Context: an optimization exercise on an open-source flow, tuned for small area. The choices shown serve that exercise and are no tape-out recipe. Function was checked by simulation only, so behaviour that the tests miss may differ from the original. Power figures rest on the tool's default switching activity, not on a simulated workload. The flow treats the clock pin as an ideal source, which a real chip does not have.

// iperf_stats_top
module iperf_stats_top (
  input  wire logic                                          ap_clk,
  input  wire logic                                          ap_rst_n,
  input  wire logic                                          ap_start,
  input  wire logic [iperf_stats_pkg::CYCLE_CNT_WIDTH-1:0]   time_in_cycles,
  input  wire logic                                          stat_load,
  input  wire logic [iperf_stats_pkg::CYCLE_CNT_WIDTH-1:0]   stat_load_value,
  input  wire logic                                          rx_data_valid,
  input  wire logic                                          rx_data_ready,
  input  wire logic [iperf_stats_pkg::KEEP_WIDTH-1:0]        rx_data_keep,
  input  wire logic                                          rx_data_last,
  input  wire logic                                          tx_data_valid,
  input  wire logic                                          tx_data_ready,
  input  wire logic [iperf_stats_pkg::KEEP_WIDTH-1:0]        tx_data_keep,
  input  wire logic                                          tx_data_last,
  input  wire logic                                          tx_meta_valid,
  input  wire logic                                          tx_meta_ready,
  input  wire logic                                          tx_status_valid,
  input  wire logic                                          tx_status_ready,
  input  wire logic [iperf_stats_pkg::TX_STATUS_WIDTH-1:0]   tx_status_data,
  input  wire logic                                          open_status_valid,
  input  wire logic                                          open_status_ready,
  input  wire logic [iperf_stats_pkg::OPEN_STATUS_WIDTH-1:0] open_status_data,
  input  wire logic                                          read_pkg_valid,
  input  wire logic                                          read_pkg_ready,
  input  wire logic [iperf_stats_pkg::READ_PKG_WIDTH-1:0]    read_pkg_data,
  output logic                                               running,
  output logic                                               ap_done,
  output logic                                               ap_idle,
  output logic [iperf_stats_pkg::CYCLE_CNT_WIDTH-1:0]        exec_cycles,
  output logic [iperf_stats_pkg::BYTE_CNT_WIDTH-1:0]         rx_bytes,
  output logic [iperf_stats_pkg::BYTE_CNT_WIDTH-1:0]         tx_bytes,
  output logic [iperf_stats_pkg::EVENT_CNT_WIDTH-1:0]        rx_pkts,
  output logic [iperf_stats_pkg::EVENT_CNT_WIDTH-1:0]        tx_pkts,
  output logic [iperf_stats_pkg::EVENT_CNT_WIDTH-1:0]        tx_cmds,
  output logic [iperf_stats_pkg::EVENT_CNT_WIDTH-1:0]        tx_stss,
  output logic [iperf_stats_pkg::EVENT_CNT_WIDTH-1:0]        tx_stss_good,
  output logic [iperf_stats_pkg::EVENT_CNT_WIDTH-1:0]        open_stss,
  output logic [iperf_stats_pkg::EVENT_CNT_WIDTH-1:0]        open_oks,
  output logic [iperf_stats_pkg::BYTE_CNT_WIDTH-1:0]         rd_req_total
);
Size in the first run: about 2300 cells after synthesis, about 530 flip-flops, ~21000 um^2 of cells after synthesis.
clock: 4.0 ns
lec_check: 0
cap_margin: 20
core_area: 4 4 202 202
die_area: 0 0 206 206
place_density: 0.45
slew_margin: 20
standard.sh (not shown) runs the stock make flow with config.mk's settings and CLKGATE_MAP_FILE= SYNTH_SCRIPT=/design/flow/synth_recipe.tcl, a recipe that flattens the netlist after the stock synthesis.
==> flow/flow/run.sh <==
#!/bin/bash
# The standard layout with these changes:
#  - synthesis maps the logic with an area-oriented ABC script (flow/abc_area.script) and
#    leaves adders to ABC instead of first mapping them to the library's adder cells;
#    everything else in synthesis, including the registers, is the standard flow's own script
#  - the port buffers use the smallest buffer cell
#  - clock tree synthesis adds no dummy loads
set -euo pipefail
here=$(pwd)
export AREA_ABC_SCRIPT=$here/flow/abc_area.script
export FLOW_SYNTH_TCL=$here/synth_recipe.tcl
export BUFFER_PORTS_ARGS="-buffer_cell sky130_fd_sc_hd__buf_1"
export CTS_ARGS="-sink_clustering_enable -repair_clock_nets -sink_clustering_size 30 -sink_clustering_max_diameter 100 -buf_list sky130_fd_sc_hd__clkbuf_16 -dont_use_dummy_load"
sed "s#SYNTH_SCRIPT=[^ ]*#SYNTH_SCRIPT=$here/flow/synth_area.tcl ADDER_MAP_FILE=#" standard.sh > standard_area.sh
grep -q "SYNTH_SCRIPT=$here/flow/synth_area.tcl" standard_area.sh
bash standard_area.sh > standard_make.log 2>&1
==> flow/flow/abc_area.script <==
strash
&get -n
&st
&dch
&nf -R 1000
&st
&dch
&nf -R 1000
&put
topo
stime -c
==> flow/flow/synth_area.tcl <==
# The standard flow's synthesis (synth_recipe.tcl in the work folder), with an area-oriented ABC script
proc abc {args} {
  set i [lsearch -exact $args -script]
  if { $i >= 0 } {
    lset args [expr { $i + 1 }] $::env(AREA_ABC_SCRIPT)
  }
  yosys abc {*}$args
}
source $::env(FLOW_SYNTH_TCL)
The first run went through all stages and came out clean.
Next try:
--- a/flow/flow/run.sh
+++ b/flow/flow/run.sh
@@ -13 +13 @@
-export CTS_ARGS="-sink_clustering_enable -repair_clock_nets -sink_clustering_size 30 -sink_clustering_max_diameter 100 -buf_list sky130_fd_sc_hd__clkbuf_16 -dont_use_dummy_load"
+export CTS_ARGS="-sink_clustering_enable -repair_clock_nets -sink_clustering_size 30 -sink_clustering_max_diameter 100 -buf_list sky130_fd_sc_hd__clkbuf_16 -dont_use_dummy_load -root_buf sky130_fd_sc_hd__clkbuf_8"
Settings changed: CTS_BUF_LIST set to sky130_fd_sc_hd__clkbuf_16, CTS_CLUSTER_DIAMETER set to 100, CTS_CLUSTER_SIZE set to 30, PLACE_DENSITY 0.45 to unset.
After rerunning:
- sequential share of layout area hardly moves
- combinational power stays flat
- worst setup slack loses 0.060 ns
- register-to-register slack gets worse by 0.06 ns
- via count stays flat
- first-iteration DRC count is higher by a few percent
- count of clock-buffer cells in the layout stays the same
- power goes down slightly
- worst hold slack degrades by 0.080 ns
- wire length barely changes
- synthesized cell count is unchanged
Next try:
--- a/flow/flow/run.sh
+++ b/flow/flow/run.sh
@@ -13 +13 @@
-export CTS_ARGS="-sink_clustering_enable -repair_clock_nets -sink_clustering_size 30 -sink_clustering_max_diameter 100 -buf_list sky130_fd_sc_hd__clkbuf_16 -dont_use_dummy_load -root_buf sky130_fd_sc_hd__clkbuf_8"
+export CTS_ARGS="-sink_clustering_enable -repair_clock_nets -sink_clustering_size 30 -sink_clustering_max_diameter 100 -buf_list sky130_fd_sc_hd__clkbuf_16 -dont_use_dummy_load"
Settings changed: CAP_MARGIN 20 to 5, SLEW_MARGIN 20 to 5.
Effect: The changed run went through all stages and came out clean. Global-route usage hardly moves. Worst setup slack is better by 0.060 ns. Cell count does not change.
Next try:
--- a/flow/flow/run.sh
+++ b/flow/flow/run.sh
@@ -2 +2 @@
-# The standard layout with these changes:
+# The standard layout with two changes:
@@ -7 +6,0 @@
-#  - clock tree synthesis adds no dummy loads
@@ -13 +11,0 @@
-export CTS_ARGS="-sink_clustering_enable -repair_clock_nets -sink_clustering_size 30 -sink_clustering_max_diameter 100 -buf_list sky130_fd_sc_hd__clkbuf_16 -dont_use_dummy_load"
==> flow/flow/abc_area.script (replaced) <==
strash
&get -n
&st
&dch
&nf -R 1000
&put
topo
stime -c
Settings changed: CAP_MARGIN 5 to 20, CTS_CLUSTER_DIAMETER 100 to 80, CTS_CLUSTER_SIZE 30 to 25, SLEW_MARGIN 5 to 20.
Clock-buffer cell count goes up by 8.
Worst hold slack is worse by 0.033 ns.
Area after synthesis is higher by 1.6%.
Routed wire length went up by 1.3%.
Clock skew went down by 0.011 ns.
Flip-flop and latch count does not change.
Worst setup slack improved by 0.062 ns.
Synthesized cell count went down by 1.4%.
Global-route usage is higher by 0.59 points.
Next try:
--- a/flow/flow/run.sh
+++ b/flow/flow/run.sh
@@ -2 +2 @@
-# The standard layout with two changes:
+# The standard layout with these changes:
@@ -6,0 +7 @@
+#  - clock tree synthesis adds no dummy loads
@@ -11,0 +13 @@
+export CTS_ARGS="-sink_clustering_enable -repair_clock_nets -sink_clustering_size 30 -sink_clustering_max_diameter 100 -buf_list sky130_fd_sc_hd__clkbuf_16 -dont_use_dummy_load"
==> flow/flow/abc_area.script (replaced) <==
strash
&get -n
&st
&dch -x
&nf -R 1000
&st
&dch -x
&nf -R 1000
&put
topo
stime -c
Settings changed: CTS_CLUSTER_DIAMETER 80 to 100, CTS_CLUSTER_SIZE 25 to 30.
Count of clock-buffer cells in the layout went down by 8.
Setup slack is worse by 0.14 ns.
Cell count is about the same.
Critical path depth went up by 2.
Synthesized area went down by 2.6%.
Synthesized cell count does not change.
Core utilization went down by 1.5 points.
Clock skew went up by 0.014 ns.
Next try:
--- a/flow/flow/run.sh
+++ b/flow/flow/run.sh
@@ -2 +2 @@
-# The standard layout with these changes:
+# The standard layout with two changes:
@@ -7 +6,0 @@
-#  - clock tree synthesis adds no dummy loads
@@ -13 +11,0 @@
-export CTS_ARGS="-sink_clustering_enable -repair_clock_nets -sink_clustering_size 30 -sink_clustering_max_diameter 100 -buf_list sky130_fd_sc_hd__clkbuf_16 -dont_use_dummy_load"
==> flow/flow/abc_area.script (replaced) <==
strash
&get -n
&nf -a -R 1000
&put
topo
stime -c
Settings changed: CTS_CLUSTER_DIAMETER 100 to 80, CTS_CLUSTER_SIZE 30 to 25.
What happened: Final area is higher by 5.1%. Flip-flop and latch count stays the same. Critical path depth is lower by 2. Global-route usage rose by 0.54 points. Worst hold slack loses 0.037 ns. Clock-buffer cell count went up by 11. Register-to-register slack gains 0.63 ns. Via count fell by 2.1%. Area after synthesis rises by 5.5%. Setup slack improves by 0.63 ns. Wire length climbs by 0.56%.

-- what the ideal ports hide --
The flow's constraints put no driver on any port. The routed layouts listed below were extracted and timed again, unchanged, in two steps. Step 1: set_driving_cell puts a clkbuf_16 on ap_clk and a buf_2 on each other input, an assumption about the parent block. Step 2 moves the port delays by t, midway between the first and last clock arrival at a register: inputs arrive t later, outputs are due t later. That takes back most of the time a late clock gives input paths. Three values: ideal ports, drivers, drivers and shift; two values: the first two.
run | t, ns | setup slack, ns | hold WS [ns] | worst slew at a driven data input, ns | cell pins on the clock port's net
the first run | 0.606 | 0.329 / 0.329 / 0.329 | 0.396 / 0.366 / 0.535 | 0.14 | 1
the second run | 0.685 | 0.269 / 0.269 / 0.269 | 0.316 / 0.292 / 0.535 | 0.13 | 1
the third run | 0.606 | 0.329 / 0.329 / 0.329 | 0.396 / 0.366 / 0.535 | 0.14 | 1
the fourth run | 0.641 | 0.391 / 0.391 / 0.391 | 0.363 / 0.335 / 0.540 | 0.10 | 1
the fifth run | 0.609 | 0.254 / 0.254 / 0.254 | 0.386 / 0.359 / 0.538 | 0.13 | 1
the sixth run | 0.659 | 0.888 / 0.888 / 0.888 | 0.349 / 0.320 / 0.528 | 0.10 | 1
After both steps setup and hold are still met in every run listed.
